Source: an optimization exercise on an open RTL-to-GDS flow (aim: small area, a short achievable clock period and few clock cycles per item). Production flows keep margins and buffers that such runs may drop. Function was checked by simulation only, so behaviour that the tests miss may differ from the original. Power is estimated from default activity; no workload was simulated.

## polygon_convexity_check
module polygon_convexity_check #(
  parameter int COORD_WIDTH = 16
) (
  input  logic                          clk,
  input  logic                          rst,
  input  logic                          vertex_valid,
  output logic                          vertex_ready,
  input  logic signed [COORD_WIDTH-1:0] vertex_x,
  input  logic signed [COORD_WIDTH-1:0] vertex_y,
  input  logic                          last_vertex,
  output logic                          result_valid,
  input  logic                          result_ready,
  output logic                          is_convex,
  output logic                          too_few
);
  localparam int DW     = COORD_WIDTH + 1;
  localparam int QDEPTH = 4;
  logic [COORD_WIDTH-1:0] prev_x, prev_y;      
  logic [COORD_WIDTH-1:0] first_x, first_y;    
  logic [DW-1:0]          e0_x, e0_y;          
  logic [1:0]             seen;                
  logic                   close1, close2;      
  logic                   few1, few2;          
  logic [53:0]   a_enc;         
  logic [53:0]   a_enc_next;
  logic [DW-1:0] a_src_x, a_src_y;
  logic [DW-1:0] b_x, b_y;
  logic          xv, xfirst, xend, xfew;
  logic          yv, yfirst, yend, yfew;
  logic          wv, wfirst, wend, wfew;
  logic          pos;
  logic          seen_pos, seen_neg;
  logic [QDEPTH-1:0] qv, qc, qf;
  logic [2:0] outstanding;
  logic              ready_q;
  logic          fire, pop, load, push, push_c, push_f;
  logic [DW-1:0] sub_x, sub_y, e_x, e_y;
  assign vertex_ready = ready_q;
  assign fire         = vertex_valid && ready_q && !rst;
  assign pop          = qv[0] && result_ready;
  assign sub_x = close1 ? {first_x[COORD_WIDTH-1], first_x} : {vertex_x[COORD_WIDTH-1], vertex_x};
  assign sub_y = close1 ? {first_y[COORD_WIDTH-1], first_y} : {vertex_y[COORD_WIDTH-1], vertex_y};
  assign e_x   = {prev_x[COORD_WIDTH-1], prev_x} - sub_x;
  assign e_y   = {prev_y[COORD_WIDTH-1], prev_y} - sub_y;
  assign a_src_x = (fire && seen == 2'd2) ? e0_x : b_x;
  assign a_src_y = (fire && seen == 2'd2) ? e0_y : b_y;
  pcc_booth_enc u_enc (
    .x   (a_src_x),
    .y   (a_src_y),
    .enc (a_enc_next)
  );
  assign load = (fire && seen[1]) || close1 || close2;
  ...
Size in the first run: ~2500 cells after synthesis, roughly 390 flip-flops, about 41 I/O pins, ~0.026 mm2 of cells after synthesis.
Settings: LEC_CHECK=0, ABC_AREA=1, CAP_MARGIN=20, CORE_MARGIN=2, CORE_UTILIZATION=40, CTS_CLUSTER_DIAMETER=70, CTS_CLUSTER_SIZE=26, PLACE_DENSITY=0.6, SETUP_SLACK_MARGIN=4.6, SLEW_MARGIN=20; clock period 7.5 ns.
standard.sh (not shown) runs the stock make flow with config.mk's settings and CLKGATE_MAP_FILE= SYNTH_SCRIPT=/design/flow/synth_recipe.tcl, a recipe that flattens the netlist after the stock synthesis.
==> flow/flow/run.sh <==
#!/bin/bash
# Layout flow: the standard flow (standard.sh) unchanged except for one step in
# synthesis. Before Yosys's fine-grained synthesis runs ABC, the adder trees of the RTL
# (plain XOR / majority gates) are mapped to full- and half-adder cells, so ABC cannot
# restructure them first; extracting them afterwards leaves inverters between the adder
# cells. Everything else, including the registers, is the standard synthesis.
set -euo pipefail
HERE=$(pwd)
FL=$HERE/flow

# synthesis script: ORFS's synth.tcl with the early adder extraction inserted
python3 - "$FLOW_HOME/scripts/synth.tcl" "$HERE/synth_fa.tcl" <<'PYEOF'
import sys
src = open(sys.argv[1]).read()
anchor = """if {
  [env_var_exists_and_non_empty SYNTH_WRAPPED_OPERATORS] ||
  [env_var_exists_and_non_empty SWAP_ARITH_OPERATORS]
} {
  source $::env(SCRIPTS_DIR)/synth_wrap_operators.tcl
} else {"""
early = """# early full-adder extraction (this flow's only change to synthesis)
opt -fast -full
memory_map
opt -full
techmap -map +/techmap.v -map $::env(FLOW_HOME)/platforms/common/lcu_kogge_stone.v
opt -fast
extract_fa {*}[dont_use_extract_fa_args]
techmap -map $::env(ADDER_MAP_FILE)
opt -fast

"""
assert src.count(anchor) == 1, "synth.tcl anchor not found"
open(sys.argv[2], "w").write(src.replace(anchor, early + anchor))
PYEOF
# The standard flow's synthesis wrapper, sourcing the script above instead of synth.tcl
sed "s|\$::env(SCRIPTS_DIR)/synth.tcl|$HERE/synth_fa.tcl|" synth_recipe.tcl > synth_recipe_fa.tcl
grep -q "synth_fa.tcl" synth_recipe_fa.tcl
# standard.sh with that synthesis wrapper, for the synth target only
sed "s|SYNTH_SCRIPT=[^ ]*|SYNTH_SCRIPT=$HERE/synth_recipe_fa.tcl|" standard.sh > standard_fa.sh
grep -q "synth_recipe_fa.tcl" standard_fa.sh

bash standard_fa.sh synth > synth.log 2>&1
bash standard.sh finish > finish.log 2>&1
Testbench counts at the start, summed over its fixed seeds: cycles 59,325, items 59,266.
Next try:
Settings changed: CTS_CLUSTER_DIAMETER 70 to 80, CTS_CLUSTER_SIZE 26 to 30, SETUP_SLACK_MARGIN 4.6 to 4.8.
The changed run completed without violations.
Cell count grows by a few percent.
Via count grows by a few percent.
Clock power grows by roughly a tenth.
Die area stays the same.
Worst setup slack gets better by 0.034 ns.
Power grows by a little under a tenth.
Wire length grows by roughly a tenth.
Maximum frequency grows slightly.
Count of clock-buffer cells in the layout shrinks by 1.
Synthesized cell count stays the same.
Area after synthesis is unchanged.
Next try:
Settings changed: CTS_CLUSTER_DIAMETER 80 to 70, CTS_CLUSTER_SIZE 30 to 26, SETUP_SLACK_MARGIN 4.8 to 4.4.
=>
- global-route usage fell by 3.3 points
- wire length fell by 15%
- final area fell by 14%
- cell count fell by 7.1%
- count of clock-buffer cells in the layout rose by 3
Next try:
Settings changed: CTS_CLUSTER_DIAMETER 70 to 80, CTS_CLUSTER_SIZE 26 to 30.
What happened: The new run finished clean; worst setup slack is better by 0.10 ns; global-route usage hardly moves; total power stays flat; final area hardly moves; synthesized cell count does not change.
Next try:
Settings changed: CORE_UTILIZATION 40 to 55, PLACE_DENSITY 0.6 to 0.7, SETUP_SLACK_MARGIN 4.4 to 4.6.
Outcome:
- flip-flop and latch count does not change
- setup slack gets better by 0.075 ns
- synthesized cell count is unchanged
- routed wire length goes up by 5.6%
- hold slack barely changes
- utilization grows by 21 points
- power came out higher by 3.5%
- final cell count fell by 3.1%
- final area went up by 6.4%

[what the ideal ports hide]
The results above use ideal ports. As a check the final layouts listed here were re-extracted and re-timed, cells and wires unchanged. Step 1: set_driving_cell puts a clkbuf_16 on clk and a buf_2 on each other input, an assumption about the parent block. Step 2 also shifts input and output timing later by t, the mid clock arrival at the registers, as if the neighbouring blocks saw the same clock. Three values: ideal, step 1, step 2; two values: the first two.
run	shift t [ns]	setup slack, ns	hold slack, ns	worst setup path at the end	worst slew at a driven data input, ns
the first run	0.649	4.574 / 4.574 / 4.020	0.335 / 0.335 / 0.335	input to register	0.04
the second run	0.676	4.608 / 4.608 / 4.148	0.334 / 0.334 / 0.334	input to register	0.06
the third run	0.635	4.337 / 4.337 / 3.888	0.332 / 0.332 / 0.332	input to register	0.04
the fourth run	0.619	4.438 / 4.424 / 3.879	0.338 / 0.338 / 0.338	input to register	0.04
the fifth run	0.654	4.514 / 4.514 / 4.015	0.338 / 0.338 / 0.338	input to register	0.04
After both steps setup and hold are still met in every run listed. For the fourth run, which loses most, drivers alone change the setup slack by -0.014 ns; drivers and shift together by -0.559 ns.
